Context: an optimization exercise on an open-source flow, tuned for small area, a short achievable clock period and few clock cycles. The choices shown serve that exercise and are no tape-out recipe.
In this exercise RTL edits were held to simulation tests only and were not proved equivalent to the original.
Power is estimated from default activity; no workload was simulated.

==> flow/design.v <==
package sparcIsaPkg;
    localparam int OpLsb = 30;
    localparam int RdLsb = 25;
    localparam int Op2Lsb = 22;
    localparam int Op3Lsb = 19;
    localparam int Rs1Lsb = 14;
    localparam int IBit = 13;  
    localparam int Rs2Lsb = 0;
    localparam int RegAddrW = 5;
    localparam int Simm13W = 13;
    localparam int Imm22W = 22;
    localparam int SethiShift = 10;
    localparam logic [1:0] OpMem = 2'b11;
    localparam logic [1:0] OpFmt2 = 2'b00;  
    localparam logic [2:0] Op2Sethi = 3'b100;
    localparam logic [5:0] Op3Ldsb = 6'b001001;
    localparam logic [5:0] Op3Ldsh = 6'b001010;
    localparam logic [5:0] Op3Ld = 6'b000000;
    localparam logic [5:0] Op3Ldub = 6'b000001;
    localparam logic [5:0] Op3Lduh = 6'b000010;
    localparam logic [5:0] Op3Stb = 6'b000101;
    localparam logic [5:0] Op3Sth = 6'b000110;
    localparam logic [5:0] Op3St = 6'b000100;
    typedef enum logic [1:0] {
        SizeByte = 2'b00,
        SizeHalf = 2'b01,
        SizeWord = 2'b10
    } accessSizeT;
    typedef struct packed {
        logic memEnable;
        logic isStore;
        accessSizeT accessSize;
        logic signExtend;
        logic rfWrite;
        logic isSethi;
        logic illegal;
    } decodedCtrlT;
endpackage
package lsuCfgPkg;
    localparam int DataW = 32;
    localparam int NumRegs = 32;
    localparam int MemBytes = 512;
    localparam int MemAddrW = 9;
    localparam int ApbAddrW = 12;
    localparam logic [ApbAddrW-1:0] AddrInstr = 12'h000;
    localparam logic [ApbAddrW-1:0] AddrRegBase = 12'h080;  
    localparam logic [ApbAddrW-1:0] AddrRegLast = 12'h0FC;
endpackage
`timescale 1ns/1ps
module instrDecoder
(
    input  logic [lsuCfgPkg::DataW-1:0] instr,
    output logic                        isLoad,
    output logic                        isStore,
    output logic                        isSethi,
    output logic                        illegal,
    output sparcIsaPkg::accessSizeT     accessSize,
    output logic                        signExtend
);
    logic [1:0] op;
    logic [2:0] op2;
    logic [5:0] op3;
    assign op = instr[sparcIsaPkg::OpLsb +: 2];
    assign op2 = instr[sparcIsaPkg::Op2Lsb +: 3];
    assign op3 = instr[sparcIsaPkg::Op3Lsb +: 6];
    always_comb
    begin
        case (op3[1:0])
            2'b01: accessSize = sparcIsaPkg::SizeByte;
            2'b10: accessSize = sparcIsaPkg::SizeHalf;
            default: accessSize = sparcIsaPkg::SizeWord;
        endcase
    end
    assign signExtend = op3[3];
    always_comb
    begin
        isLoad = 1'b0;
        isStore = 1'b0;
        isSethi = 1'b0;
        illegal = 1'b0;
        case (op)
            sparcIsaPkg::OpFmt2:
            begin
                if (op2 == sparcIsaPkg::Op2Sethi)
                    isSethi = 1'b1;
                else if (instr != '0)
                    illegal = 1'b1;  
            end
            sparcIsaPkg::OpMem:
            begin
                case (op3)
                    sparcIsaPkg::Op3Ldsb, sparcIsaPkg::Op3Ldsh, sparcIsaPkg::Op3Ld,
                    sparcIsaPkg::Op3Ldub, sparcIsaPkg::Op3Lduh:
                        isLoad = 1'b1;
                    sparcIsaPkg::Op3Stb, sparcIsaPkg::Op3Sth, sparcIsaPkg::Op3St:
                        isStore = 1'b1;
                    default: illegal = 1'b1;
                endcase
            end
            default: illegal = 1'b1;  
        endcase
    end
endmodule
`timescale 1ns/1ps
module registerFile
(
    input  logic                             Clk,
    input  logic                             rst,
    input  logic [3:0]                       rs1Lo,
    input  logic [7:0]                       rs1Hi,
    input  logic [3:0]                       rs2Lo,
    input  logic [7:0]                       rs2Hi,
    input  logic [sparcIsaPkg::RegAddrW-1:0] portBAddr,
    input  logic                             wrEn,
    input  logic [sparcIsaPkg::RegAddrW-1:0] wrAddr,
    input  logic [lsuCfgPkg::DataW-1:0]      wrData,
    output logic [lsuCfgPkg::MemAddrW-1:0]   rs1Data,
    output logic [lsuCfgPkg::MemAddrW-1:0]   rs2Data,
    output logic [lsuCfgPkg::DataW-1:0]      portBData
);
    localparam int N = lsuCfgPkg::NumRegs;
    localparam int W = lsuCfgPkg::DataW;
    localparam int AW = lsuCfgPkg::MemAddrW;
    logic [N-1:1][W-1:0] regs;
    always_ff @(posedge Clk)
    begin
        for (int i = 1; i < N; i++)
            if (rst || (wrEn && wrAddr == i[sparcIsaPkg::RegAddrW-1:0]))
                regs[i] <= rst ? '0 : wrData;
    end
    always_comb
    begin
        rs1Data = '0;
        rs2Data = '0;
        portBData = '0;
        for (int i = 1; i < N; i++)
        begin
            rs1Data = rs1Data | ({AW{rs1Hi[i / 4] & rs1Lo[i % 4]}} & regs[i][AW-1:0]);
            rs2Data = rs2Data | ({AW{rs2Hi[i / 4] & rs2Lo[i % 4]}} & regs[i][AW-1:0]);
            portBData = portBData | ({W{portBAddr == i[sparcIsaPkg::RegAddrW-1:0]}} & regs[i]);
        end
    end
endmodule
`timescale 1ns/1ps
module dataMemory
(
    input  logic                             Clk,
    input  logic [lsuCfgPkg::MemAddrW-3:0]   rdWord,      
    output logic                             inSlot0,     
    output logic [lsuCfgPkg::DataW-1:0]      rdData,      
    input  logic                             stValid,     
    input  logic [lsuCfgPkg::MemAddrW-3:0]   stWord,
    input  logic [3:0]                       stByteEn,    
    input  logic [lsuCfgPkg::DataW-1:0]      stData,      
    output logic                             stDone       
);
    localparam int Pairs = lsuCfgPkg::MemBytes / 8;
    localparam int PW = lsuCfgPkg::MemAddrW - 3;
    logic phase;
    logic [Pairs-1:0][31:0] slot0;
    logic [Pairs-1:0][31:0] slot1;
    logic [Pairs-1:0][31:0] slot1Next;
    logic [Pairs-1:0] pairSel;
    logic stPairWr;
    always_ff @(posedge Clk)
        phase <= !phase;
    assign stDone = stValid && (stWord[0] == phase);
    always_comb
    begin
        for (int k = 0; k < Pairs; k++)
        begin
            stPairWr = stDone && (stWord[PW:1] == k[PW-1:0]);
            for (int j = 0; j < 4; j++)
                slot1Next[k][31 - 8 * j -: 8] = (stPairWr && stByteEn[j]) ?
                    stData[31 - 8 * j -: 8] : slot0[k][31 - 8 * j -: 8];
        end
    end
    always_ff @(posedge Clk)
    begin
        slot0 <= slot1;
        slot1 <= slot1Next;
    end
    assign inSlot0 = (rdWord[0] == phase);
    always_comb
    begin
        rdData = '0;
        for (int k = 0; k < Pairs; k++)
        begin
            pairSel[k] = (rdWord[PW:1] == k[PW-1:0]);
            rdData = rdData | ({32{pairSel[k]}} & slot0[k]);
        end
    end
endmodule
`timescale 1ns/1ps
module apbCommandPort
(
    input  logic                             Clk,
    input  logic                             rst,
    input  logic                             psel,
    input  logic                             penable,
    input  logic                             pwrite,
    input  logic [lsuCfgPkg::ApbAddrW-1:0]   paddr,
    input  logic [lsuCfgPkg::DataW-1:0]      hostRdData,
    input  logic                             illegal,
    input  logic                             stallIssue,  
    input  logic                             midWrEn,     
    input  logic [sparcIsaPkg::RegAddrW-1:0] midWrAddr,
    input  logic                             lastWrEn,    
    input  logic [sparcIsaPkg::RegAddrW-1:0] lastWrAddr,
    input  logic [lsuCfgPkg::DataW-1:0]      lastWrData,
    output logic                             pready,
    output logic [lsuCfgPkg::DataW-1:0]      prdata,
    output logic                             pslverr,
    output logic [sparcIsaPkg::RegAddrW-1:0] hostRdAddr,
    output logic                             hostWr,      
    output logic                             instrIssue   
);
    logic setup;
    logic isInstr;
    logic isReg;
    logic readyQ;
    logic errQ;
    logic [lsuCfgPkg::DataW-1:0] prdataQ;
    assign setup = psel & ~penable;
    assign isInstr = (paddr == lsuCfgPkg::AddrInstr);
    assign isReg = (paddr[lsuCfgPkg::ApbAddrW-1:7] == 5'b00001) && (paddr[1:0] == 2'b00);
    assign hostRdAddr = paddr[2 +: sparcIsaPkg::RegAddrW];  
    assign hostWr = setup & pwrite & isReg;
    assign instrIssue = setup & pwrite & isInstr;
    always_ff @(posedge Clk)
    begin
        errQ <= pwrite ? !(isReg || (isInstr && !illegal)) : !isReg;
        readyQ <= !(psel && !pwrite && midWrEn && midWrAddr == hostRdAddr) && !stallIssue;
        prdataQ <= (lastWrEn && lastWrAddr == hostRdAddr) ? lastWrData : hostRdData;
    end
    assign pready = readyQ;
    assign pslverr = errQ;
    assign prdata = prdataQ;
endmodule
`timescale 1ns/1ps
module loadStoreExec
(
    input  logic                             Clk,
    input  logic                             rst,
    input  logic                             instrIssue,
    input  logic                             hostWr,
    input  logic [sparcIsaPkg::RegAddrW-1:0] hostWrAddr,
    input  logic [lsuCfgPkg::DataW-1:0]      pwdata,
    input  logic                             dLoad,
    input  logic                             dStore,
    input  logic                             dSethi,
    input  sparcIsaPkg::accessSizeT          dSize,
    input  logic                             dSignExt,
    input  logic [lsuCfgPkg::MemAddrW-1:0]   rs1Data,
    input  logic [lsuCfgPkg::MemAddrW-1:0]   rs2Data,
    input  logic [lsuCfgPkg::DataW-1:0]      rdData,
    input  logic [lsuCfgPkg::DataW-1:0]      memRdData,   
    input  logic                             stDone,
    input  logic                             inSlot0,
    output logic [3:0]                       rs1Lo,
    output logic [7:0]                       rs1Hi,
    output logic [3:0]                       rs2Lo,
    output logic [7:0]                       rs2Hi,
    output logic [sparcIsaPkg::RegAddrW-1:0] rdAddr,
    output logic                             eStoreOut,   
    output logic                             stallIssue,  
    output logic [lsuCfgPkg::MemAddrW-3:0]   memRdWord,
    output logic                             stValid,
    output logic [lsuCfgPkg::MemAddrW-3:0]   stWord,
    output logic [3:0]                       stByteEn,
    output logic [lsuCfgPkg::DataW-1:0]      stData,
    output logic                             midWrEn,
    output logic [sparcIsaPkg::RegAddrW-1:0] midWrAddr,
    output logic                             rfWrEn,
    output logic [sparcIsaPkg::RegAddrW-1:0] rfWrAddr,
    output logic [lsuCfgPkg::DataW-1:0]      rfWrData
);
    localparam int AW = lsuCfgPkg::MemAddrW;
    localparam int RW = sparcIsaPkg::RegAddrW;
    localparam int DW = lsuCfgPkg::DataW;
    logic [DW-1:0] irQ;  
    logic eWr;
    logic [RW-1:0] eWrAddr;
    logic eLoad;
    logic eStore;
    logic eSethi;
    sparcIsaPkg::accessSizeT eSize;
    logic eSignExt;
    logic [3:0] eRs1Lo;
    logic [7:0] eRs1Hi;
    logic [3:0] eRs2Lo;
    logic [7:0] eRs2Hi;
    logic mWr;
    logic [RW-1:0] mWrAddr;
    logic mLoad;
    logic mStore;  
    logic [AW-1:0] mAddr;
    logic [3:0] mByteEn;
    logic [DW-1:0] mData;
    sparcIsaPkg::accessSizeT mSize;
    logic mSignExt;
    logic mDelay;  
    logic mSecond;  
    logic retryQ;  
    logic issue;
    logic wWr;
    logic [RW-1:0] wWrAddr;
    logic wLoad;
    logic [DW-1:0] wWord;
    logic [1:0] wLane;
    sparcIsaPkg::accessSizeT wSize;
    logic wSignExt;
    logic [RW-1:0] issueRd;
    logic [RW-1:0] rs1Idx;
    logic [RW-1:0] rs2Idx;
    logic [AW-1:0] rs1Val;
    logic [AW-1:0] rs2Val;
    logic [DW-1:0] rdVal;
    logic [AW-1:0] opB;
    logic [AW-1:0] effAddr;
    logic [AW-1:0] alignedAddr;
    logic [3:0] byteEn;
    logic [DW-1:0] eData;
    logic eAny;
    logic [DW-1:0] wbData;
    logic [7:0] byteSel;
    logic [15:0] halfSel;
    assign issueRd = hostWr ? hostWrAddr : pwdata[sparcIsaPkg::RdLsb +: RW];
    assign stallIssue = instrIssue && mDelay && mWr &&
        (pwdata[sparcIsaPkg::Rs1Lsb +: RW] == mWrAddr ||
         (!pwdata[sparcIsaPkg::IBit] && pwdata[sparcIsaPkg::Rs2Lsb +: RW] == mWrAddr) ||
         (dStore && pwdata[sparcIsaPkg::RdLsb +: RW] == mWrAddr));
    assign issue = (instrIssue && !stallIssue) || retryQ;
    always_ff @(posedge Clk)
    begin
        irQ <= pwdata;
        eWrAddr <= issueRd;
        eSize <= dSize;
        eSignExt <= dSignExt;
        eRs1Lo <= 4'b0001 << pwdata[sparcIsaPkg::Rs1Lsb +: 2];
        eRs1Hi <= 8'b00000001 << pwdata[sparcIsaPkg::Rs1Lsb + 2 +: 3];
        eRs2Lo <= 4'b0001 << pwdata[sparcIsaPkg::Rs2Lsb +: 2];
        eRs2Hi <= 8'b00000001 << pwdata[sparcIsaPkg::Rs2Lsb + 2 +: 3];
        if (rst)
        begin
            eWr <= 1'b0;
            eLoad <= 1'b0;
            eStore <= 1'b0;
            eSethi <= 1'b0;
            retryQ <= 1'b0;
        end
        else
        begin
            eWr <= (hostWr || (issue && (dLoad || dSethi))) && issueRd != '0;
            eLoad <= issue && dLoad;
            eStore <= issue && dStore;
            eSethi <= issue && dSethi;
            retryQ <= stallIssue;
        end
    end
    assign rs1Lo = eRs1Lo;
    assign rs1Hi = eRs1Hi;
    assign rs2Lo = eRs2Lo;
    assign rs2Hi = eRs2Hi;
    assign rs1Idx = irQ[sparcIsaPkg::Rs1Lsb +: RW];
    assign rs2Idx = irQ[sparcIsaPkg::Rs2Lsb +: RW];
    assign rdAddr = irQ[sparcIsaPkg::RdLsb +: RW];
    assign eStoreOut = eStore;
    assign rs1Val = (wWr && wWrAddr == rs1Idx) ? wbData[AW-1:0] : rs1Data;
    assign rs2Val = (wWr && wWrAddr == rs2Idx) ? wbData[AW-1:0] : rs2Data;
    assign rdVal = (wWr && wWrAddr == rdAddr) ? wbData : rdData;
    assign opB = irQ[sparcIsaPkg::IBit] ? irQ[AW-1:0] : rs2Val;
    always_comb
    begin
        logic [AW-1:0] g;
        logic [AW-1:0] p;
        logic [AW-1:0] gn;
        logic [AW-1:0] pn;
        g = rs1Val & opB;
        p = rs1Val ^ opB;
        for (int d = 1; d < AW; d = d * 2)
        begin
            gn = g;
            pn = p;
            for (int i = d; i < AW; i++)
            begin
                gn[i] = g[i] | (p[i] & g[i - d]);
                pn[i] = p[i] & p[i - d];
            end
            g = gn;
            p = pn;
        end
        effAddr = (rs1Val ^ opB) ^ {g[AW-2:0], 1'b0};
    end
    assign eAny = eWr || eLoad || eStore;
    always_comb
    begin
        alignedAddr = effAddr;
        if (eSize == sparcIsaPkg::SizeHalf)
            alignedAddr[0] = 1'b0;
        else if (eSize == sparcIsaPkg::SizeWord)
            alignedAddr[1:0] = 2'b00;
        case (eSize)
            sparcIsaPkg::SizeByte: byteEn = 4'b0001 << effAddr[1:0];
            sparcIsaPkg::SizeHalf: byteEn = effAddr[1] ? 4'b1100 : 4'b0011;
            default: byteEn = 4'b1111;
        endcase
        if (eStore)
        begin
            case (eSize)
                sparcIsaPkg::SizeByte: eData = {4{rdVal[7:0]}};
                sparcIsaPkg::SizeHalf: eData = {2{rdVal[15:0]}};
                default: eData = rdVal;
            endcase
        end
        else if (eSethi)
            eData = {irQ[sparcIsaPkg::Imm22W-1:0], {sparcIsaPkg::SethiShift{1'b0}}};
        else
            eData = irQ;
    end
    assign mDelay = mLoad && !mSecond;
    always_ff @(posedge Clk)
    begin
        if (rst)
        begin
            mWr <= 1'b0;
            mLoad <= 1'b0;
        end
        else if (!mDelay)
        begin
            mWr <= eWr;
            mLoad <= eLoad;
        end
        mSecond <= mDelay && !rst;
        if (eStore)
            mStore <= 1'b1;
        else if (stDone)
            mStore <= 1'b0;
        if (eAny)
        begin
            mAddr <= alignedAddr;
            mByteEn <= byteEn;
            mData <= eData;
        end
        if (!mDelay)
        begin
            mWrAddr <= eWrAddr;
            mSize <= eSize;
            mSignExt <= eSignExt;
        end
    end
    assign memRdWord = mAddr[AW-1:2];
    assign stValid = mStore;
    assign stWord = mAddr[AW-1:2];
    assign stByteEn = mByteEn;
    assign stData = mData;
    assign midWrEn = mWr;
    assign midWrAddr = mWrAddr;
    always_ff @(posedge Clk)
    begin
        if (rst)
        begin
            wWr <= 1'b0;
            wLoad <= 1'b0;
        end
        else
        begin
            wWr <= mWr && !mDelay;
            wLoad <= mLoad && !mDelay;
        end
        wWrAddr <= mWrAddr;
        if (mLoad ? inSlot0 : 1'b1)
            wWord <= mLoad ? memRdData : mData;
        wLane <= mAddr[1:0];
        wSize <= mSize;
        wSignExt <= mSignExt;
    end
    always_comb
    begin
        case (wLane)
            2'b00: byteSel = wWord[31:24];
            2'b01: byteSel = wWord[23:16];
            2'b10: byteSel = wWord[15:8];
            default: byteSel = wWord[7:0];
        endcase
        halfSel = wLane[1] ? wWord[15:0] : wWord[31:16];
        if (!wLoad)
            wbData = wWord;
        else
        begin
            case (wSize)
                sparcIsaPkg::SizeByte:
                    wbData = {{(DW - 8){wSignExt & byteSel[7]}}, byteSel};
                sparcIsaPkg::SizeHalf:
                    wbData = {{(DW - 16){wSignExt & halfSel[15]}}, halfSel};
                default:
                    wbData = wWord;
            endcase
        end
    end
    assign rfWrEn = wWr;
    assign rfWrAddr = wWrAddr;
    assign rfWrData = wbData;
endmodule
`timescale 1ns/1ps
module sparcLsuTop
(
    input  logic                           Clk,
    input  logic                           rst,
    input  logic                           psel,
    input  logic                           penable,
    input  logic                           pwrite,
    input  logic [lsuCfgPkg::ApbAddrW-1:0] paddr,
    input  logic [lsuCfgPkg::DataW-1:0]    pwdata,
    output logic                           pready,
    output logic                           pslverr,
    output logic [lsuCfgPkg::DataW-1:0]    prdata
);
    logic [sparcIsaPkg::RegAddrW-1:0] hostRdAddr;
    logic [lsuCfgPkg::DataW-1:0] hostRdData;
    logic hostWr;
    logic instrIssue;
    logic dLoad;
    logic dStore;
    logic dSethi;
    logic dIllegal;
    sparcIsaPkg::accessSizeT dSize;
    logic dSignExt;
    logic [3:0] rs1Lo;
    logic [7:0] rs1Hi;
    logic [3:0] rs2Lo;
    logic [7:0] rs2Hi;
    logic [sparcIsaPkg::RegAddrW-1:0] rdAddr;
    logic [lsuCfgPkg::MemAddrW-1:0] rs1Data;
    logic [lsuCfgPkg::MemAddrW-1:0] rs2Data;
    logic [lsuCfgPkg::DataW-1:0] rdData;
    logic eStore;
    logic [sparcIsaPkg::RegAddrW-1:0] portBAddr;
    logic [lsuCfgPkg::DataW-1:0] portBData;
    logic midWrEn;
    logic [sparcIsaPkg::RegAddrW-1:0] midWrAddr;
    logic rfWrEn;
    logic [sparcIsaPkg::RegAddrW-1:0] rfWrAddr;
    logic [lsuCfgPkg::DataW-1:0] rfWrData;
    logic [lsuCfgPkg::MemAddrW-3:0] memRdWord;
    logic [lsuCfgPkg::DataW-1:0] memRdData;
    logic stValid;
    logic [lsuCfgPkg::MemAddrW-3:0] stWord;
    logic [3:0] stByteEn;
    logic [lsuCfgPkg::DataW-1:0] stData;
    logic stDone;
    logic inSlot0;
    logic stallIssue;
    apbCommandPort u_apb
    (
        .Clk(Clk), .rst(rst), .psel(psel), .penable(penable), .pwrite(pwrite),
        .paddr(paddr), .hostRdData(hostRdData), .illegal(dIllegal), .stallIssue(stallIssue),
        .midWrEn(midWrEn), .midWrAddr(midWrAddr),
        .lastWrEn(rfWrEn), .lastWrAddr(rfWrAddr), .lastWrData(rfWrData),
        .pready(pready), .prdata(prdata), .pslverr(pslverr),
        .hostRdAddr(hostRdAddr), .hostWr(hostWr), .instrIssue(instrIssue)
    );
    instrDecoder u_decoder
    (
        .instr(pwdata), .isLoad(dLoad), .isStore(dStore), .isSethi(dSethi),
        .illegal(dIllegal), .accessSize(dSize), .signExtend(dSignExt)
    );
    loadStoreExec u_exec
    (
        .Clk(Clk), .rst(rst), .instrIssue(instrIssue), .hostWr(hostWr),
        .hostWrAddr(hostRdAddr), .pwdata(pwdata), .dLoad(dLoad), .dStore(dStore),
        .dSethi(dSethi), .dSize(dSize), .dSignExt(dSignExt),
        .rs1Data(rs1Data), .rs2Data(rs2Data), .rdData(rdData), .memRdData(memRdData),
        .stDone(stDone), .inSlot0(inSlot0), .stallIssue(stallIssue), .rs1Lo(rs1Lo), .rs1Hi(rs1Hi), .rs2Lo(rs2Lo), .rs2Hi(rs2Hi),
        .rdAddr(rdAddr), .eStoreOut(eStore), .memRdWord(memRdWord),
        .stValid(stValid), .stWord(stWord), .stByteEn(stByteEn), .stData(stData),
        .midWrEn(midWrEn), .midWrAddr(midWrAddr),
        .rfWrEn(rfWrEn), .rfWrAddr(rfWrAddr), .rfWrData(rfWrData)
    );
    assign portBAddr = eStore ? rdAddr : hostRdAddr;
    assign rdData = portBData;
    assign hostRdData = portBData;
    registerFile u_regFile
    (
        .Clk(Clk), .rst(rst), .rs1Lo(rs1Lo), .rs1Hi(rs1Hi), .rs2Lo(rs2Lo), .rs2Hi(rs2Hi),
        .portBAddr(portBAddr), .wrEn(rfWrEn), .wrAddr(rfWrAddr), .wrData(rfWrData),
        .rs1Data(rs1Data), .rs2Data(rs2Data), .portBData(portBData)
    );
    dataMemory u_dataMem
    (
        .Clk(Clk), .rdWord(memRdWord), .inSlot0(inSlot0), .rdData(memRdData), .stValid(stValid),
        .stWord(stWord), .stByteEn(stByteEn), .stData(stData), .stDone(stDone)
    );
endmodule
==> flow/run.sh <==
#!/bin/bash
# synth_recipe.tcl (not shown) runs the flow's synth.tcl, then flattens the netlist and writes it again
# the make line also repeats each setting of config.mk as NAME=value (left out here)
make -C /OpenROAD-flow-scripts/flow DESIGN_CONFIG=/design/flow/config.mk WORK_HOME=/design/flow/orfs CLKGATE_MAP_FILE= SYNTH_SCRIPT=/design/flow/synth_recipe.tcl finish
==> flow/config.mk <==
export PLATFORM = sky130hd
export DESIGN_NAME = sparcLsuTop
export DESIGN_NICKNAME = sparcLsuTop
export VERILOG_FILES = /design/flow/design.v
export SDC_FILE = /design/flow/constraint.sdc
export NUM_CORES = 4
export LEC_CHECK = 0
export CAP_MARGIN = 20
export CORE_MARGIN = 2
export CORE_UTILIZATION = 30
export GPL_ROUTABILITY_DRIVEN = 1
export PLACE_DENSITY = 0.4
export SETUP_SLACK_MARGIN = 5
export SLEW_MARGIN = 20
==> flow/constraint.sdc <==
create_clock -name core_clock -period 10.0 [get_ports {Clk}]
set_input_delay 2.0000 -clock core_clock [delete_from_list [all_inputs] [get_ports {Clk}]]
set_output_delay 2.0000 -clock core_clock [all_outputs]
set_load 0.01 [all_outputs]
==> results of run 1 <==
[stage by stage]
stage	hold WS, ns	instances	util	setup WS, ns
6_report	0.230	20700	0.359	4.82
5_1_grt	0.265	20700	0.359	4.88
4_1_cts	0.236	20600	0.359	4.90
3_5_place_dp	0.312	19600	0.324	2.54
3_3_place_gp	0.310	19600	0.324	2.62
2_1_floorplan	0.310	12200	-	5.26
[placed cells by master (no fill, tap or decap), drive strengths merged, types with 26 or more instances in the layout]
master	n
a22oi	1014
a222oi	90
buf	622
nand3	206
a21oi	165
a221oi	187
and3	28
o221ai	68
o22ai	40
dfxtp	4215
xor2	26
inv	79
a31oi	41
clkbuf	838
a22o	306
nor4	58
clkdlybuf4s50	77
o211ai	28
mux2	2068
clkinv	151
a32oi	31
nand4	217
edfxtp	1077
nor3	55
o21ai	179
nand2	320
nor2	475
[sequential cells by signal (all words and copies together) (netlist names), 2 cells and up]
| signal | count |
|---|---|
| u_exec.irQ | 32 |
| u_exec.eWrAddr | 5 |
| u_exec.wWord | 32 |
| u_exec.eRs2Hi | 8 |
| u_regFile.regs | 992 |
| u_exec.mWrAddr | 5 |
| u_exec.eRs1Hi | 8 |
| u_dataMem.slot0 | 2048 |
| u_exec.wSize | 2 |
| u_exec.eSize | 2 |
| u_exec.eRs2Lo | 4 |
| u_exec.mByteEn | 4 |
| u_dataMem.slot1 | 2048 |
| u_exec.wLane | 2 |
| u_exec.mData | 32 |
| u_exec.wWrAddr | 5 |
| u_apb.prdataQ | 32 |
| u_exec.mAddr | 9 |
| u_exec.mSize | 2 |
| u_exec.eRs1Lo | 4 |
[worst register-to-register path: cells and delay by family, from the launching register on]
family,cells,cell delay (ns)
AOI/OAI and AO/OA,2,0.94
buffers and inverters,2,0.93
DFF,1,0.77
and+or+nand+nor,5,2.08
[report_power, final]
| group | switching [W] | total, W | internal [W] |
|---|---|---|---|
| clock network | 0.00919 | 0.0216 | 0.0124 |
| registers | 0.000245 | 0.0223 | 0.0220 |
| logic | 0.000829 | 0.00112 | 0.000294 |
[path summary, 6_finish.rpt]
path	endpoint	startpoint	slack [ns]
worst min-delay path	u_dataMem.slot0[1768]	u_dataMem.slot1[1768]	0.23
worst max-delay path	u_exec.mData[24]	paddr[2]	4.82
worst max register to register	u_exec.wWord[1]	u_exec.mAddr[4]	4.94
worst min register to register	u_dataMem.slot0[1768]	u_dataMem.slot1[1768]	0.23
[metal layers]
layer  track usage  part of all wire  up-vias
met3        0.0538             0.078     1496
met1         0.386              0.44    60600
met2         0.427              0.44     6476
li1              -                 -    46800
met4         0.108             0.045       16
met5       0.00109           0.00022        -
[area by class of cell]
cell class	count	area, sq um
multi-input combinational	6047	51500
tap	7506	9390
antenna	25	62.6
inverter	53	203
sequential	5292	117000
clock buffer	838	16800
fill	53800	362000
timing repair buffer	699	5690
clock inverter	213	2330
[cell families after synthesis]
| family | Yosys count |
|---|---|
| flops | 5292 |
| compound gates | 2333 |
| mux | 2094 |
| simple gates | 1556 |
| buf+inv | 820 |
| xor+xnor | 48 |
| fa+ha+maj | 16 |
[timing repair]
action / 4_1_cts / 5_1_grt
pin swaps: 11 / 5
gates resized for setup: 34 / 17
endpoints found under the setup margin: 52 / 23
hold buffers: 0 / 0
setup buffers: 16 / 4
==> results by group, run 1 <==
Global routing
  • Global-route wire length before repair: 1080000 microns
  • GRT Overall Usage: 0.278
  • Vias in the first global route: 112k
  • Initial antenna violation count: 113
  • Total gr overflow: 0
  • Largest net degree at the start of global routing: 66

Worst hold path
  • HP Class: reg -> reg
  • WHS Path Cells: 0

Worst setup path
  • R2R cell count: 9
  • Critical Path Slowest Stage Cell: a222oi_1
  • Critical Path RT: 10.82 ns
  • Worst path buffer plus inverter count: 4
  • CP endpoint kind: flop
  • Worst-path cell chain: clkdlybuf4s50_1 > buf_6 > or3_4 > a22oi_2 > buf_4 > a222oi_1 > nor4bb_4 > nand4_1 > buf_4 > o21ai_4 > o221ai_1 > a2bb2oi_1
  • Most frequent CP cell: buf_4
  • CP Launch Type: primary input
  • Crit path kind: in -> reg
  • WP data arrival: 5.99 ns
  • CP delay by family, top: compound AO/OA/AOI/OAI gates
  • Stages on worst setup path: 12
  • Maximum net fanout on the critical path: 16
  • Crit path largest cell delay: 0.70 ns

Synth
  • Simple-gate share of the synthesized area: 0.0461
  • EDFF count, synth: 1077
  • Sequential fraction of the synthesis area: 0.687
  • Top cells by count, synth: dfxtp_1 (4215), mux2_2 (2067), edfxtp_1 (1077)
  • Top cell type's share of synthesized area: 0.496
  • Mapped Area: 170000 sq um
  • Synth Area in XOR/XNOR: 0.00247
  • Mean cell area of the mapped netlist: 14.0 sq um
  • Synth Area in Adders: 0.00122
  • Syn nets: 12.2k
  • Synth Area in Compound Gates: 0.105
  • Yosys top cell by area: dfxtp_1
  • Synth top area cells: dfxtp_1 (50%), edfxtp_1 (19%), mux2_2 (14%)
  • Syn Inst Count: 12.2k
  • Main combinational cell family by area after synthesis: multiplexers
  • Count leader, synth: dfxtp_1
  • Warnings, synthesis: 5
  • FF+latch count, synth: 5292
  • Post-synthesis cell type count: 103
  • Mux cell area share after synthesis: 0.139
  • Top_reg_cell synth: dfxtp_1
  • Post-synth ARST share: 0

Clock network
  • CTS buffer count: 579
  • Clock transition at the registers of the reported paths: 0.06 ns
  • Clock Latency Late Sink: 1.14 ns
  • H-tree Lvls: 6
  • Max Root-Sink Buffers: 4
  • CTS tree: built
  • CTS root buf: clkbuf_16
  • CTS Sinks: 5292

Layout
  • Share of layout cells above drive strength 1: 0.299
  • Final nets: 12.7k
  • Syn-to-layout area delta: 19.3%
  • Fin area: 203000 sq um

Floorplan
  • Die ar.: 573000 sq um
  • Core Area: 565000 sq um
  • Starting utilization of the core area: 0.301
  • Chip Width: 757 microns
  • Row count: 276
  • Top Ports: 83
  • Die height: 757 microns

Power
  • Max VDD drop: 0.218 mV
  • Lkg Pwr: 76.3 nW
  • Power per cell area: 222 nW/um^2
  • Total power: 0.0450 W

Route
  • First-pass DRT Iterations: 10
  • Initial detailed-routing violation count: 15.4k
  • Vias per cell: 5.58
  • Via count: 115k
  • Detailed-route wire length per cell: 40.0 microns
  • Post-DRT Antenna Nets: 0
  • DRC: 0
  • WL final: 827000 microns

STA
  • Hold Fails Final Rpt: 0
  • Max frequency: 193 MHz
  • Final Setup Violations: 0
  • RSZ-0062 raised after global routing: true
  • TNS Setup: 0 ns
  • Post-layout min period: 5.18 ns
  • Max-slew violation count: 0
  • Relative max-transition margin: 0.154
  • Fin Clk Skew: 0.112 ns
  • Final worst path period share: 0.518
  • Worst-Margin Slew: 1.27 ns

Placed design
  • Post-DP HPWL: 529000 microns
  • Gpl congestion: 0.954
  • Quantity of I/O buffers inserted on ports: 82
  • Placed cell area: 183000 sq um

Status
  • Outcome: timing/DRC/antenna clean

Flow run
  • Max cap viols: 0
Testbench counts, summed over its fixed seeds: cycles 12,890.
==> run 2: changes to the inputs <==
==> flow/flow/run.sh (new file) <==
#!/bin/bash
# The standard layout, with timing repair aimed at a 4.0 ns period instead of
# stopping once 5 ns of setup slack is left. Same clock, constraints and steps.
set -euo pipefail
bash standard.sh SETUP_SLACK_MARGIN=6.0 finish > standard_flow.log 2>&1
==> flow/standard.sh (new file) <==
#!/bin/bash
# synth_recipe.tcl (not shown) runs the flow's synth.tcl, then flattens the netlist and writes it again
# the make line also repeats each setting of config.mk as NAME=value (left out here)
make -C /OpenROAD-flow-scripts/flow DESIGN_CONFIG=/design/flow/config.mk WORK_HOME=/design/flow/orfs CLKGATE_MAP_FILE= SYNTH_SCRIPT=/design/flow/synth_recipe.tcl "${@:-finish}"
--- a/flow/config.mk
+++ b/flow/config.mk
@@ -10,5 +10,4 @@
 export CORE_UTILIZATION = 30
 export GPL_ROUTABILITY_DRIVEN = 1
 export PLACE_DENSITY = 0.4
-export SETUP_SLACK_MARGIN = 5
 export SLEW_MARGIN = 20
removed: flow/run.sh
==> run 2 against run 1 <==
Count of clock-buffer cells in the layout grew 11. Hold slack gained 0.065 ns. Die area is the same. Wire length grew 2.6%. Non-clock buffer count grew 180. Combinational power grew 13%. Power grew 1.1%. Critical endpoint is now u_exec.wWord[8]. Largest cell class unchanged. Largest power group unchanged.
==> results by group, run 2 <==
Global routing
  • GRT Overall Usage: 0.286 (+0.00780)
  • Vias in the first global route: 114k (+1.4%)
  • Largest net degree at the start of global routing: 66 (unchanged)
  • Initial antenna violation count: 69 (-39%)
  • Global-route wire length before repair: 1100000 microns (+2.3%)
  • Total gr overflow: 0 (unchanged)

Worst hold path
  • HP Class: reg -> reg

Layout
  • Syn-to-layout area delta: 21.6%
  • Multi-input logic area: 52600 sq um (+2.1%)
  • Share of layout cells above drive strength 1: 0.325 (+0.0254)
  • Most frequent cells in the layout: dfxtp_1 (4164), mux2_2 (2066), edfxtp_1 (1077), a22oi_1 (981), buf_4 (669)
  • Final nets: 12.9k (+1.5%)
  • # fillers: 53.6k (-0.29%)
  • Final core occ: 0.366 (+0.00688)
  • Most common cell after layout, fill and taps aside: dfxtp_1
  • Finished Layout Cells: 20.9k (+0.97%)
  • Biggest regs: u_dataMem.slot0 (2048), u_dataMem.slot1 (2048), u_regFile.regs (992)
  • Storage cell area: 117000 sq um (about the same)

Placed design
  • Quantity of I/O buffers inserted on ports: 82 (unchanged)
  • Post-DP HPWL: 538000 microns (+1.8%)
  • Gpl congestion: 0.937 (-1.8%)
  • Placed Cells: 19.6k (-0.036%)

Synth
  • Sequential fraction of the synthesis area: 0.687 (unchanged)
  • Post-synth ARST share: 0 (unchanged)
  • Syn nets: 12.2k (unchanged)
  • Yosys top cell by area: dfxtp_1
  • Post-synthesis cell type count: 103 (unchanged)
  • Top cell type's share of synthesized area: 0.496 (unchanged)
  • Top_reg_cell synth: dfxtp_1
  • EDFF count, synth: 1077 (unchanged)
  • Syn Inst Count: 12.2k (unchanged)
  • Mapped Area: 170000 sq um (unchanged)
  • Mean cell area of the mapped netlist: 14.0 sq um (unchanged)
  • FF+latch count, synth: 5292 (unchanged)
  • Top cells by count, synth: dfxtp_1 (4215), mux2_2 (2067), edfxtp_1 (1077)
  • Synth top area cells: dfxtp_1 (50%), edfxtp_1 (19%), mux2_2 (14%)
  • Warnings, synthesis: 5 (unchanged)
  • Count leader, synth: dfxtp_1

Clock network
  • CTS Sinks: 5292 (unchanged)
  • Hold Buf Count CTS: 0 (unchanged)
  • Clock Latency Late Sink: 1.11 ns (-0.03 ns)
  • Clock transition at the registers of the reported paths: 0.06 ns (about the same)
  • H-tree Lvls: 6 (unchanged)
  • CTS root buf: clkbuf_16
  • CTS tree: built
  • CTS buffer count: 586 (+1.2%)
  • Max Root-Sink Buffers: 4 (unchanged)

STA
  • Hold Fails Final Rpt: 0 (unchanged)
  • Post-layout min period: 4.19 ns (-0.986 ns)
  • RSZ-0062 raised after global routing: true
  • Fin Clk Skew: 0.0650 ns (-0.0466 ns)
  • Worst-Margin Slew: 1.24 ns (-0.0295 ns)
  • Relative max-transition margin: 0.173 (+0.0197)
  • Final worst path period share: 0.419 (-0.0986)
  • TNS Setup: 0 ns (unchanged)
  • Max-slew violation count: 0 (unchanged)
  • Max frequency: 239 MHz (+24%)
  • Final Setup Violations: 0 (unchanged)

Route
  • WL final: 849000 microns (+2.6%)
  • Vias per cell: 5.48 (-1.7%)
  • First-pass DRT Iterations: 7 (-3)
  • Post-DRT Antenna Nets: 0 (unchanged)
  • DRC: 0 (unchanged)
  • Initial detailed-routing violation count: 13.2k (-14%)
  • Via count: 114k (-0.78%)
  • Detailed-route wire length per cell: 40.7 microns (+1.6%)

Worst setup path
  • Critical Path RT: 10.73 ns (-0.09 ns)
  • Crit path kind: reg -> reg
  • CP endpoint kind: flop
  • Maximum net fanout on the critical path: 16 (unchanged)
  • CP Launch Type: flop
  • WP data arrival: 4.92 ns (-1.07 ns)

Flow run
  • Max cap viols: 0 (unchanged)

Floorplan
  • Core Area: 565000 sq um (unchanged)
  • Die height: 757 microns (unchanged)
  • Die ar.: 573000 sq um (unchanged)
  • Chip Width: 757 microns (unchanged)
  • Top Ports: 83 (unchanged)
  • Starting utilization of the core area: 0.301 (unchanged)
  • Row count: 276 (unchanged)

Power
  • Max VDD drop: 0.187 mV (-14%)
  • Power per cell area: 220 nW/um^2 (-0.84%)
  • Lkg Pwr: 78.1 nW (+2.4%)

Status
  • Outcome: timing/DRC/antenna clean
-- run 2: cell count changes in the layout (fill, tap and decap cells not counted), sizes merged, moves of 2 or more --
cell / change
buf: +175
clkdlybuf4s50: -37
dlygate4sd2: +32
clkbuf: +14
clkinv: -12
inv: +9
diode: +8
bufbuf: +4
nand2: +3
clkdlybuf4s15: +2
-- run 2: final cells by class --
class                           count  area share
Antenna cell                       33    0.000400
Clock buffer                      849      0.0828
Clock inverter                    210      0.0120
Inverter                           53     0.00102
Multi-Input combinational cell   6052       0.254
Sequential cell                  5292       0.565
Tap cell                         7506      0.0454
Timing Repair Buffer              879      0.0387
-- run 2: path summary, 6_finish.rpt --
| path | startpoint | slack [ns] | depth (start not counted) | endpoint |
|---|---|---|---|---|
| setup / recovery | u_exec.mAddr[4] | 5.81 | 11 | u_exec.wWord[8] |
| hold / removal | u_dataMem.slot1[601] | 0.30 | 0 | u_dataMem.slot0[601] |
| setup reg to reg | u_exec.mAddr[4] | 5.81 | 11 | u_exec.wWord[8] |
| hold reg to reg | u_dataMem.slot1[601] | 0.30 | 0 | u_dataMem.slot0[601] |
-- run 2: power breakdown --
part           switching (W)  leakage, nW  total (W)  internal (W)
sequential          0.000253         44.9     0.0223        0.0220
clock                0.00928         9.64     0.0219        0.0127
combinational       0.000900         23.6    0.00127      0.000366
-- run 2: cell families after synthesis --
| group | Yosys count | synth area share |
|---|---|---|
| xor gates and xnor gates | 48 | 0.00247 |
| buffers and inverters | 820 | 0.0196 |
| and+or+nand+nor | 1556 | 0.0461 |
| AOI/OAI and AO/OA | 2333 | 0.105 |
| adders and majority gates | 16 | 0.00122 |
| DFF | 5292 | 0.687 |
| muxes | 2094 | 0.139 |
-- run 2: metrics by stage --
step	setup WS, ns	cell area [sq um]	hold slack [ns]	total power, W
4_1_cts	5.89	206000	0.286	0.0458
6_report	5.81	207000	0.295	0.0455
3_3_place_gp	2.87	183000	0.310	0.0238
3_5_place_dp	2.87	183000	0.312	0.0238
5_1_grt	5.95	207000	0.302	0.0467
2_1_floorplan	5.69	170000	0.310	0.0230
-- run 2: per-layer routing --
| layer | global-route usage | vias to the layer above | part of all wire |
|---|---|---|---|
| met1 | 0.360 | 60000 | 0.41 |
| met4 | 0.146 | 2 | 0.062 |
| li1 | - | 47200 | - |
| met2 | 0.475 | 5599 | 0.47 |
| met3 | 0.0453 | 1702 | 0.060 |
| met5 | 0 | - | 0.000015 |
-- run 2: timing repair --
item	in CTS	in global routing
gates resized for setup	437	69
pin swaps	102	40
setup endpoints to repair	143	30
cloned	14	3
setup buffers	169	26
-- run 2: critical path: stages (launching register included) --
cell and delay [ns]:
edfxtp_1 0.36, buf_4 0.17, buf_4 0.17, buf_4 0.14
nand2_1 0.22, or3_4 0.24, nor2_4 0.05, buf_4 0.30
a22oi_1 0.61, nand4_1 0.33, nor4_2 0.80, a31oi_1 0.35
==> run 3: changes to the inputs <==
--- a/flow/design.v
+++ b/flow/design.v
@@ -106,10 +106,8 @@
 (
     input  logic                             Clk,
     input  logic                             rst,
-    input  logic [3:0]                       rs1Lo,
-    input  logic [7:0]                       rs1Hi,
-    input  logic [3:0]                       rs2Lo,
-    input  logic [7:0]                       rs2Hi,
+    input  logic [sparcIsaPkg::RegAddrW-1:0] rs1Addr,
+    input  logic [sparcIsaPkg::RegAddrW-1:0] rs2Addr,
     input  logic [sparcIsaPkg::RegAddrW-1:0] portBAddr,
     input  logic                             wrEn,
     input  logic [sparcIsaPkg::RegAddrW-1:0] wrAddr,
@@ -135,8 +133,8 @@
         portBData = '0;
         for (int i = 1; i < N; i++)
         begin
-            rs1Data = rs1Data | ({AW{rs1Hi[i / 4] & rs1Lo[i % 4]}} & regs[i][AW-1:0]);
-            rs2Data = rs2Data | ({AW{rs2Hi[i / 4] & rs2Lo[i % 4]}} & regs[i][AW-1:0]);
+            rs1Data = rs1Data | ({AW{rs1Addr == i[sparcIsaPkg::RegAddrW-1:0]}} & regs[i][AW-1:0]);
+            rs2Data = rs2Data | ({AW{rs2Addr == i[sparcIsaPkg::RegAddrW-1:0]}} & regs[i][AW-1:0]);
             portBData = portBData | ({W{portBAddr == i[sparcIsaPkg::RegAddrW-1:0]}} & regs[i]);
         end
     end
@@ -145,6 +143,8 @@
 module dataMemory
 (
     input  logic                             Clk,
+    input  logic [7:0]                       pairHi,      
+    input  logic [7:0]                       pairLo,      
     input  logic [lsuCfgPkg::MemAddrW-3:0]   rdWord,      
     output logic                             inSlot0,     
     output logic [lsuCfgPkg::DataW-1:0]      rdData,      
@@ -157,22 +157,33 @@
     localparam int Pairs = lsuCfgPkg::MemBytes / 8;
     localparam int PW = lsuCfgPkg::MemAddrW - 3;
     logic phase;
+    logic inv0;    
+    logic inv1;    
+    logic [lsuCfgPkg::DataW-1:0] stDataInv;
     logic [Pairs-1:0][31:0] slot0;
     logic [Pairs-1:0][31:0] slot1;
     logic [Pairs-1:0][31:0] slot1Next;
     logic [Pairs-1:0] pairSel;
     logic stPairWr;
     always_ff @(posedge Clk)
+    begin
         phase <= !phase;
+        inv0 <= inv1;
+        inv1 <= !inv0;
+    end
+    assign stDataInv = stData ^ {lsuCfgPkg::DataW{!inv0}};
     assign stDone = stValid && (stWord[0] == phase);
     always_comb
+        for (int k = 0; k < Pairs; k++)
+            pairSel[k] = pairHi[k / 8] & pairLo[k % 8];
+    always_comb
     begin
         for (int k = 0; k < Pairs; k++)
         begin
-            stPairWr = stDone && (stWord[PW:1] == k[PW-1:0]);
+            stPairWr = stDone && pairSel[k];
             for (int j = 0; j < 4; j++)
                 slot1Next[k][31 - 8 * j -: 8] = (stPairWr && stByteEn[j]) ?
-                    stData[31 - 8 * j -: 8] : slot0[k][31 - 8 * j -: 8];
+                    stDataInv[31 - 8 * j -: 8] : ~slot0[k][31 - 8 * j -: 8];
         end
     end
     always_ff @(posedge Clk)
@@ -186,9 +197,9 @@
         rdData = '0;
         for (int k = 0; k < Pairs; k++)
         begin
-            pairSel[k] = (rdWord[PW:1] == k[PW-1:0]);
             rdData = rdData | ({32{pairSel[k]}} & slot0[k]);
         end
+        rdData = rdData ^ {lsuCfgPkg::DataW{inv0}};
     end
 endmodule
 `timescale 1ns/1ps
@@ -251,20 +262,16 @@
     input  logic                             dSethi,
     input  sparcIsaPkg::accessSizeT          dSize,
     input  logic                             dSignExt,
-    input  logic [lsuCfgPkg::MemAddrW-1:0]   rs1Data,
+    input  logic [lsuCfgPkg::MemAddrW-1:0]   rs1Data,     
     input  logic [lsuCfgPkg::MemAddrW-1:0]   rs2Data,
     input  logic [lsuCfgPkg::DataW-1:0]      rdData,
     input  logic [lsuCfgPkg::DataW-1:0]      memRdData,   
     input  logic                             stDone,
     input  logic                             inSlot0,
-    output logic [3:0]                       rs1Lo,
-    output logic [7:0]                       rs1Hi,
-    output logic [3:0]                       rs2Lo,
-    output logic [7:0]                       rs2Hi,
-    output logic [sparcIsaPkg::RegAddrW-1:0] rdAddr,
-    output logic                             eStoreOut,   
     output logic                             stallIssue,  
     output logic [lsuCfgPkg::MemAddrW-3:0]   memRdWord,
+    output logic [7:0]                       memPairHi,   
+    output logic [7:0]                       memPairLo,   
     output logic                             stValid,
     output logic [lsuCfgPkg::MemAddrW-3:0]   stWord,
     output logic [3:0]                       stByteEn,
@@ -278,23 +285,25 @@
     localparam int AW = lsuCfgPkg::MemAddrW;
     localparam int RW = sparcIsaPkg::RegAddrW;
     localparam int DW = lsuCfgPkg::DataW;
-    logic [DW-1:0] irQ;  
+    logic [AW-1:0] opAQ;   
+    logic [AW-1:0] opBQ;   
+    logic [DW-1:0] dataQ;  
+    logic fwdAQ;           
+    logic fwdBQ;
+    logic fwdDQ;
     logic eWr;
     logic [RW-1:0] eWrAddr;
     logic eLoad;
     logic eStore;
-    logic eSethi;
     sparcIsaPkg::accessSizeT eSize;
     logic eSignExt;
-    logic [3:0] eRs1Lo;
-    logic [7:0] eRs1Hi;
-    logic [3:0] eRs2Lo;
-    logic [7:0] eRs2Hi;
     logic mWr;
     logic [RW-1:0] mWrAddr;
     logic mLoad;
     logic mStore;  
     logic [AW-1:0] mAddr;
+    logic [7:0] mPairHi;
+    logic [7:0] mPairLo;
     logic [3:0] mByteEn;
     logic [DW-1:0] mData;
     sparcIsaPkg::accessSizeT mSize;
@@ -303,6 +312,7 @@
     logic mSecond;  
     logic retryQ;  
     logic issue;
+    logic instrXfer;
     logic wWr;
     logic [RW-1:0] wWrAddr;
     logic wLoad;
@@ -316,6 +326,7 @@
     logic [AW-1:0] rs1Val;
     logic [AW-1:0] rs2Val;
     logic [DW-1:0] rdVal;
+    logic [AW-1:0] opA;
     logic [AW-1:0] opB;
     logic [AW-1:0] effAddr;
     logic [AW-1:0] alignedAddr;
@@ -325,28 +336,48 @@
     logic [DW-1:0] wbData;
     logic [7:0] byteSel;
     logic [15:0] halfSel;
+    logic mLate;   
+    logic hit1M, hit1W, hit2M, hit2W, hitDM, hitDW;
     assign issueRd = hostWr ? hostWrAddr : pwdata[sparcIsaPkg::RdLsb +: RW];
+    assign rs1Idx = pwdata[sparcIsaPkg::Rs1Lsb +: RW];
+    assign rs2Idx = pwdata[sparcIsaPkg::Rs2Lsb +: RW];
     assign stallIssue = instrIssue && mDelay && mWr &&
-        (pwdata[sparcIsaPkg::Rs1Lsb +: RW] == mWrAddr ||
-         (!pwdata[sparcIsaPkg::IBit] && pwdata[sparcIsaPkg::Rs2Lsb +: RW] == mWrAddr) ||
-         (dStore && pwdata[sparcIsaPkg::RdLsb +: RW] == mWrAddr));
+        (rs1Idx == mWrAddr ||
+         (!pwdata[sparcIsaPkg::IBit] && rs2Idx == mWrAddr) ||
+         (dStore && issueRd == mWrAddr));
     assign issue = (instrIssue && !stallIssue) || retryQ;
+    assign instrXfer = instrIssue || retryQ;  
+    assign mLate = mLoad && !mDelay;
+    assign hit1M = mWr && mWrAddr == rs1Idx;
+    assign hit2M = mWr && mWrAddr == rs2Idx;
+    assign hitDM = mWr && mWrAddr == issueRd;
+    assign hit1W = wWr && wWrAddr == rs1Idx;
+    assign hit2W = wWr && wWrAddr == rs2Idx;
+    assign hitDW = wWr && wWrAddr == issueRd;
+    assign rs1Val = (hit1M && !mLoad) ? mData[AW-1:0] : hit1W ? wbData[AW-1:0] : rs1Data;
+    assign rs2Val = (hit2M && !mLoad) ? mData[AW-1:0] : hit2W ? wbData[AW-1:0] : rs2Data;
+    assign rdVal = (hitDM && !mLoad) ? mData : hitDW ? wbData : rdData;
     always_ff @(posedge Clk)
     begin
-        irQ <= pwdata;
+        opAQ <= rs1Val;
+        opBQ <= pwdata[sparcIsaPkg::IBit] ? pwdata[AW-1:0] : rs2Val;
+        if (instrXfer && dStore)
+            dataQ <= rdVal;
+        else if (instrXfer && dSethi)
+            dataQ <= {pwdata[sparcIsaPkg::Imm22W-1:0], {sparcIsaPkg::SethiShift{1'b0}}};
+        else
+            dataQ <= pwdata;
+        fwdAQ <= hit1M && mLate;
+        fwdBQ <= hit2M && mLate && !pwdata[sparcIsaPkg::IBit];
+        fwdDQ <= hitDM && mLate && instrXfer && dStore;
         eWrAddr <= issueRd;
         eSize <= dSize;
         eSignExt <= dSignExt;
-        eRs1Lo <= 4'b0001 << pwdata[sparcIsaPkg::Rs1Lsb +: 2];
-        eRs1Hi <= 8'b00000001 << pwdata[sparcIsaPkg::Rs1Lsb + 2 +: 3];
-        eRs2Lo <= 4'b0001 << pwdata[sparcIsaPkg::Rs2Lsb +: 2];
-        eRs2Hi <= 8'b00000001 << pwdata[sparcIsaPkg::Rs2Lsb + 2 +: 3];
         if (rst)
         begin
             eWr <= 1'b0;
             eLoad <= 1'b0;
             eStore <= 1'b0;
-            eSethi <= 1'b0;
             retryQ <= 1'b0;
         end
         else
@@ -354,30 +385,20 @@
             eWr <= (hostWr || (issue && (dLoad || dSethi))) && issueRd != '0;
             eLoad <= issue && dLoad;
             eStore <= issue && dStore;
-            eSethi <= issue && dSethi;
             retryQ <= stallIssue;
         end
     end
-    assign rs1Lo = eRs1Lo;
-    assign rs1Hi = eRs1Hi;
-    assign rs2Lo = eRs2Lo;
-    assign rs2Hi = eRs2Hi;
-    assign rs1Idx = irQ[sparcIsaPkg::Rs1Lsb +: RW];
-    assign rs2Idx = irQ[sparcIsaPkg::Rs2Lsb +: RW];
-    assign rdAddr = irQ[sparcIsaPkg::RdLsb +: RW];
-    assign eStoreOut = eStore;
-    assign rs1Val = (wWr && wWrAddr == rs1Idx) ? wbData[AW-1:0] : rs1Data;
-    assign rs2Val = (wWr && wWrAddr == rs2Idx) ? wbData[AW-1:0] : rs2Data;
-    assign rdVal = (wWr && wWrAddr == rdAddr) ? wbData : rdData;
-    assign opB = irQ[sparcIsaPkg::IBit] ? irQ[AW-1:0] : rs2Val;
+    assign opA = fwdAQ ? wbData[AW-1:0] : opAQ;
+    assign opB = fwdBQ ? wbData[AW-1:0] : opBQ;
+    assign eData = fwdDQ ? wbData : dataQ;
     always_comb
     begin
         logic [AW-1:0] g;
         logic [AW-1:0] p;
         logic [AW-1:0] gn;
         logic [AW-1:0] pn;
-        g = rs1Val & opB;
-        p = rs1Val ^ opB;
+        g = opA & opB;
+        p = opA ^ opB;
         for (int d = 1; d < AW; d = d * 2)
         begin
             gn = g;
@@ -390,7 +411,7 @@
             g = gn;
             p = pn;
         end
-        effAddr = (rs1Val ^ opB) ^ {g[AW-2:0], 1'b0};
+        effAddr = (opA ^ opB) ^ {g[AW-2:0], 1'b0};
     end
     assign eAny = eWr || eLoad || eStore;
     always_comb
@@ -405,18 +426,6 @@
             sparcIsaPkg::SizeHalf: byteEn = effAddr[1] ? 4'b1100 : 4'b0011;
             default: byteEn = 4'b1111;
         endcase
-        if (eStore)
-        begin
-            case (eSize)
-                sparcIsaPkg::SizeByte: eData = {4{rdVal[7:0]}};
-                sparcIsaPkg::SizeHalf: eData = {2{rdVal[15:0]}};
-                default: eData = rdVal;
-            endcase
-        end
-        else if (eSethi)
-            eData = {irQ[sparcIsaPkg::Imm22W-1:0], {sparcIsaPkg::SethiShift{1'b0}}};
-        else
-            eData = irQ;
     end
     assign mDelay = mLoad && !mSecond;
     always_ff @(posedge Clk)
@@ -439,21 +448,32 @@
         if (eAny)
         begin
             mAddr <= alignedAddr;
+            mPairHi <= 8'b00000001 << alignedAddr[AW-1:AW-3];
+            mPairLo <= 8'b00000001 << alignedAddr[AW-4:3];
             mByteEn <= byteEn;
             mData <= eData;
+            mSize <= eSize;
         end
         if (!mDelay)
         begin
             mWrAddr <= eWrAddr;
-            mSize <= eSize;
             mSignExt <= eSignExt;
         end
     end
     assign memRdWord = mAddr[AW-1:2];
+    assign memPairHi = mPairHi;
+    assign memPairLo = mPairLo;
     assign stValid = mStore;
     assign stWord = mAddr[AW-1:2];
     assign stByteEn = mByteEn;
-    assign stData = mData;
+    always_comb
+    begin
+        case (mSize)
+            sparcIsaPkg::SizeByte: stData = {4{mData[7:0]}};
+            sparcIsaPkg::SizeHalf: stData = {2{mData[15:0]}};
+            default: stData = mData;
+        endcase
+    end
     assign midWrEn = mWr;
     assign midWrAddr = mWrAddr;
     always_ff @(posedge Clk)
@@ -526,15 +546,9 @@
     logic dIllegal;
     sparcIsaPkg::accessSizeT dSize;
     logic dSignExt;
-    logic [3:0] rs1Lo;
-    logic [7:0] rs1Hi;
-    logic [3:0] rs2Lo;
-    logic [7:0] rs2Hi;
-    logic [sparcIsaPkg::RegAddrW-1:0] rdAddr;
     logic [lsuCfgPkg::MemAddrW-1:0] rs1Data;
     logic [lsuCfgPkg::MemAddrW-1:0] rs2Data;
     logic [lsuCfgPkg::DataW-1:0] rdData;
-    logic eStore;
     logic [sparcIsaPkg::RegAddrW-1:0] portBAddr;
     logic [lsuCfgPkg::DataW-1:0] portBData;
     logic midWrEn;
@@ -543,6 +557,8 @@
     logic [sparcIsaPkg::RegAddrW-1:0] rfWrAddr;
     logic [lsuCfgPkg::DataW-1:0] rfWrData;
     logic [lsuCfgPkg::MemAddrW-3:0] memRdWord;
+    logic [7:0] memPairHi;
+    logic [7:0] memPairLo;
     logic [lsuCfgPkg::DataW-1:0] memRdData;
     logic stValid;
     logic [lsuCfgPkg::MemAddrW-3:0] stWord;
@@ -571,24 +587,23 @@
         .hostWrAddr(hostRdAddr), .pwdata(pwdata), .dLoad(dLoad), .dStore(dStore),
         .dSethi(dSethi), .dSize(dSize), .dSignExt(dSignExt),
         .rs1Data(rs1Data), .rs2Data(rs2Data), .rdData(rdData), .memRdData(memRdData),
-        .stDone(stDone), .inSlot0(inSlot0), .stallIssue(stallIssue), .rs1Lo(rs1Lo), .rs1Hi(rs1Hi), .rs2Lo(rs2Lo), .rs2Hi(rs2Hi),
-        .rdAddr(rdAddr), .eStoreOut(eStore), .memRdWord(memRdWord),
+        .stDone(stDone), .inSlot0(inSlot0), .stallIssue(stallIssue), .memRdWord(memRdWord), .memPairHi(memPairHi), .memPairLo(memPairLo),
         .stValid(stValid), .stWord(stWord), .stByteEn(stByteEn), .stData(stData),
         .midWrEn(midWrEn), .midWrAddr(midWrAddr),
         .rfWrEn(rfWrEn), .rfWrAddr(rfWrAddr), .rfWrData(rfWrData)
     );
-    assign portBAddr = eStore ? rdAddr : hostRdAddr;
+    assign portBAddr = pwrite ? pwdata[sparcIsaPkg::RdLsb +: sparcIsaPkg::RegAddrW] : hostRdAddr;
     assign rdData = portBData;
     assign hostRdData = portBData;
     registerFile u_regFile
     (
-        .Clk(Clk), .rst(rst), .rs1Lo(rs1Lo), .rs1Hi(rs1Hi), .rs2Lo(rs2Lo), .rs2Hi(rs2Hi),
-        .portBAddr(portBAddr), .wrEn(rfWrEn), .wrAddr(rfWrAddr), .wrData(rfWrData),
+        .Clk(Clk), .rst(rst), .rs1Addr(pwdata[sparcIsaPkg::Rs1Lsb +: sparcIsaPkg::RegAddrW]),
+        .rs2Addr(pwdata[sparcIsaPkg::Rs2Lsb +: sparcIsaPkg::RegAddrW]), .portBAddr(portBAddr), .wrEn(rfWrEn), .wrAddr(rfWrAddr), .wrData(rfWrData),
         .rs1Data(rs1Data), .rs2Data(rs2Data), .portBData(portBData)
     );
     dataMemory u_dataMem
     (
-        .Clk(Clk), .rdWord(memRdWord), .inSlot0(inSlot0), .rdData(memRdData), .stValid(stValid),
+        .Clk(Clk), .pairHi(memPairHi), .pairLo(memPairLo), .rdWord(memRdWord), .inSlot0(inSlot0), .rdData(memRdData), .stValid(stValid),
         .stWord(stWord), .stByteEn(stByteEn), .stData(stData), .stDone(stDone)
     );
 endmodule
==> flow/flow/run.sh (replaced) <==
#!/bin/bash
# The standard layout, with timing repair aimed at a 3.7 ns period instead of
# stopping once 5 ns of setup slack is left. Same clock, constraints and steps.
set -euo pipefail
bash standard.sh SETUP_SLACK_MARGIN=6.3 finish > standard_flow.log 2>&1
--- a/flow/config.mk
+++ b/flow/config.mk
@@ -8,6 +8,8 @@
 export CAP_MARGIN = 20
 export CORE_MARGIN = 2
 export CORE_UTILIZATION = 30
+export CTS_CLUSTER_DIAMETER = 70
+export CTS_CLUSTER_SIZE = 22
 export GPL_ROUTABILITY_DRIVEN = 1
 export PLACE_DENSITY = 0.4
 export SLEW_MARGIN = 20
==> run 3 against run 2 <==
Fmax increased by 9.6%. Critical path type unchanged. Final cell count rose by 8.9%. Critical endpoint is now u_exec.wWord[19]. Sequential cell count up 9. Highest routed layer unchanged. Count of clock-buffer cells in the layout decreased by 426. Sequential power barely moved.
==> results by group, run 3 <==
Placed design
  • Gpl congestion: 0.925 (-1.3%)
  • Quantity of I/O buffers inserted on ports: 82 (unchanged)
  • Post-DP HPWL: 535000 microns (-0.66%)

Floorplan
  • Core Area: 561000 sq um (-0.73%)
  • Row count: 275 (-0.36%)
  • Chip Width: 754 microns (-0.38%)
  • Die height: 754 microns (-0.38%)
  • Starting utilization of the core area: 0.301 (about the same)
  • Top Ports: 83 (unchanged)
  • Die ar.: 568000 sq um (-0.76%)

Global routing
  • Largest net degree at the start of global routing: 71 (+7.6%)
  • Total gr overflow: 0 (unchanged)
  • GRT Overall Usage: 0.283 (-0.00328)
  • Vias in the first global route: 115k (+1.2%)
  • Initial antenna violation count: 80 (+16%)
  • Global-route wire length before repair: 1100000 microns (-0.19%)

Worst setup path
  • R2R cell count: 10 (-1)
  • Critical Path RT: 10.77 ns (+0.04 ns)
  • Crit path largest cell delay: 0.69 ns (-0.11 ns)
  • CP Launch Type: flop
  • Most frequent CP cell: buf_4
  • Crit path kind: reg -> reg
  • CP endpoint kind: flop
  • WP data arrival: 4.60 ns (-0.32 ns)
  • Maximum net fanout on the critical path: 7 (-9)
  • Worst-path cell chain: and2_4 > buf_4 > buf_12 > buf_4 > a22o_1 > a221oi_2 > nand4_1 > nor4_4 > xnor2_1 > mux2_2
  • Critical Path Slowest Stage Cell: nor4_4

Synth
  • EDFF count, synth: 1087 (+0.93%)
  • Yosys top cell by area: dfxtp_1
  • Syn nets: 14.7k (+20%)
  • Syn Inst Count: 14.6k (+20%)
  • Warnings, synthesis: 5 (unchanged)
  • Synth top area cells: dfxtp_1 (50%), edfxtp_1 (19%), a21oi_1 (6.4%)
  • Top cells by count, synth: dfxtp_1 (4214), nor2_1 (2225), a21oi_1 (2166)
  • Post-synthesis cell type count: 95 (-7.8%)
  • Mean cell area of the mapped netlist: 11.5 sq um (-18%)
  • Mapped Area: 169000 sq um (-0.76%)
  • Top cell type's share of synthesized area: 0.500 (+0.00368)
  • Top_reg_cell synth: dfxtp_1
  • Sequential fraction of the synthesis area: 0.694 (+0.00691)
  • FF+latch count, synth: 5301 (+0.17%)
  • Count leader, synth: dfxtp_1
  • Post-synth ARST share: 0 (unchanged)

STA
  • Final Setup Violations: 0 (unchanged)
  • RSZ-0062 raised after global routing: true
  • Relative max-transition margin: 0.175 (+0.00148)
  • Fin Clk Skew: 0.0808 ns (+0.0159 ns)
  • Hold Fails Final Rpt: 0 (unchanged)
  • Max-slew violation count: 0 (unchanged)
  • Final worst path period share: 0.382 (-0.0368)
  • Post-layout min period: 3.82 ns (-0.368 ns)
  • Max frequency: 261 MHz (+9.6%)
  • TNS Setup: 0 ns (unchanged)
  • Worst-Margin Slew: 1.23 ns (-0.00388 ns)

Clock network
  • Clock Latency Late Sink: 1.09 ns (-0.02 ns)
  • Hold Buf Count CTS: 0 (unchanged)
  • Max Root-Sink Buffers: 4 (unchanged)
  • H-tree Lvls: 5 (-1)
  • CTS root buf: clkbuf_16
  • CTS Sinks: 5301 (+0.17%)
  • CTS buffer count: 380 (-35%)
  • Clock transition at the registers of the reported paths: 0.09 ns (+0.03 ns)
  • CTS tree: built

Route
  • WL final: 842000 microns (-0.79%)
  • First-pass DRT Iterations: 7 (unchanged)
  • Initial detailed-routing violation count: 17.2k (+30%)
  • Post-DRT Antenna Nets: 0 (unchanged)
  • Detailed-route wire length per cell: 37.0 microns (-8.9%)
  • Via count: 126k (+10%)
  • DRC: 0 (unchanged)
  • Vias per cell: 5.54 (+1.1%)

Layout
  • Multi-input logic area: 51700 sq um (-1.8%)
  • Most frequent cells in the layout: dfxtp_1 (4176), nor2_1 (2165), a21oi_1 (2158), edfxtp_1 (1087), buf_4 (656)
  • Syn-to-layout area delta: 20.1%
  • Final core occ: 0.361 (-0.00469)
  • Share of layout cells above drive strength 1: 0.162 (-0.163)
  • Storage cell area: 117000 sq um (+0.27%)
  • Final nets: 15.0k (+16%)
  • # fillers: 54.7k (+2.1%)
  • Biggest regs: u_dataMem.slot0 (2048), u_dataMem.slot1 (2048), u_regFile.regs (992)
  • Most common cell after layout, fill and taps aside: dfxtp_1

Status
  • Outcome: timing/DRC/antenna clean

Power
  • Power per cell area: 203 nW/um^2 (-7.9%)
  • Max VDD drop: 0.142 mV (-24%)
  • Lkg Pwr: 75.8 nW (-3.1%)

Worst hold path
  • WHS Path Cells: 0 (unchanged)
  • HP Class: reg -> reg

Flow run
  • Max cap viols: 0 (unchanged)
==> run 3: changes by cell type in the layout (fill, tap and decap cells not counted), sizes merged, moves of 101 or more <==
cell    previous run  this run
a21oi            165      2167
clkbuf           852       444
o221ai            68       184
nand3            206       310
nor2             475      2225
inv               88       233
a22o             306       580
a22oi           1014       298
buf              797       930
a221oi           187       547
mux2            2068        68
nand2            323       424
==> run 3: metrics by stage <==
| stage | area (sq um) | std cells | power, W | hold WS [ns] | setup WS (ns) |
|---|---|---|---|---|---|
| floorplan | 170000 | 14600 | 0.0231 | 0.310 | 5.76 |
| global placement | 179000 | 21500 | 0.0241 | 0.309 | 3.69 |
| detailed placement | 180000 | 21600 | 0.0241 | 0.312 | 3.53 |
| CTS | 200000 | 22600 | 0.0412 | 0.302 | 6.10 |
| global route | 203000 | 22700 | 0.0421 | 0.298 | 6.17 |
| finish | 203000 | 22700 | 0.0411 | 0.303 | 6.18 |
==> run 3: path summary, 6_finish.rpt <==
kind / to / slack, ns / startpoint
worst min-delay path: u_dataMem.slot0[928] / 0.30 / u_dataMem.slot1[928]
worst max-delay path: u_exec.wWord[19] / 6.18 / u_exec.mPairHi[2]
worst max register to register: u_exec.wWord[19] / 6.18 / u_exec.mPairHi[2]
worst min register to register: u_dataMem.slot0[928] / 0.30 / u_dataMem.slot1[928]
==> run 3: final cells by class <==
class / instances / area share
multi-input combinational: 8149 / 0.255
clock inverter: 266 / 0.0172
tap: 7479 / 0.0462
antenna: 17 / 0.000210
sequential: 5301 / 0.578
inverter: 105 / 0.00196
clock buffer: 423 / 0.0491
timing repair buffer: 1000 / 0.0519
==> run 3: where the power goes <==
part | switching [W] | internal, W | leakage, nW
sequential | 0.000383 | 0.0220 | 47.3
combinational | 0.00102 | 0.000470 | 22.0
clock | 0.00892 | 0.00822 | 6.47
total | 0.0103 | 0.0307 | 75.8
==> run 3: worst max-delay path, delay by kind of cell, from the launching register on <==
family                 cells  cell delay, ns
flip-flops                 1            0.54
XOR/XNOR                   1            0.21
AND/OR/NAND/NOR            3            1.25
AO/OA/AOI/OAI              2            0.74
buffers and inverters      3            0.47
multiplexers               1            0.32
==> run 3: cells by family (layout without fill, tap and decap cells) <==
group                    Yosys count  in the layout  synth area share
buffers and inverters           1198           1794            0.0280
multiplexers                     139            139           0.00897
AND/OR/NAND/NOR                 3663           3673            0.0964
AO/OA/AOI/OAI                   4221           4225             0.167
other                              0             17                 0
XOR/XNOR                          96             96           0.00498
flip-flops                      5301           5301             0.694
adder cells (fa/ha/maj)           16             16           0.00123
==> run 3: what timing repair did <==
item / 4_1_cts / 5_1_grt
cloned: 38 / 15
hold endpoints to repair: 0 / 0
resized for setup: 915 / 313
setup endpoints to repair: 260 / 292
pin swaps: 172 / 123
setup buffers: 295 / 133
==> run 3: layer usage <==
| metal | global-route usage | vias to the layer above | wire (microns) |
|---|---|---|---|
| li1 | - | 53900 | - |
| met1 | 0.422 | 64600 | 390000 |
| met2 | 0.417 | 6327 | 355000 |
| met5 | 0 | - | 155 |
| met4 | 0.0833 | 24 | 29300 |
| met3 | 0.0470 | 1182 | 68200 |
Testbench counts of run 3, summed over its fixed seeds: cycles 12,890.

[afterwards: timing with drivers on the ports]
No port has a modelled driver above. Below, the same layouts with a new extraction and two added sets of constraints. Step 1 sets driving cells, clkbuf_16 on the clock port and buf_2 on the other inputs (assumed; they add their load-dependent delay and slew). Step 2 times the ports against the registers' clock, not the clock port: input delays grow and output delays shrink by t, the midpoint of the rising clock arrivals with the driver on. Three values: no drivers, after step 1, after step 2; two values: the first two.
run | shift t [ns] | slack for setup (ns) | worst setup path at the end
run 1 | 1.213 | 4.823 / 4.927 / 3.714 | input to register
run 2 | 1.207 | 5.808 / 5.808 / 4.788 | input to register
run 3 | 1.175 | 6.176 / 6.062 / 5.024 | input to register
After both steps every run listed still meets setup and hold. The setup slack of run 3, which loses most, moves by -0.114 ns with the drivers and by -1.152 ns with both steps.
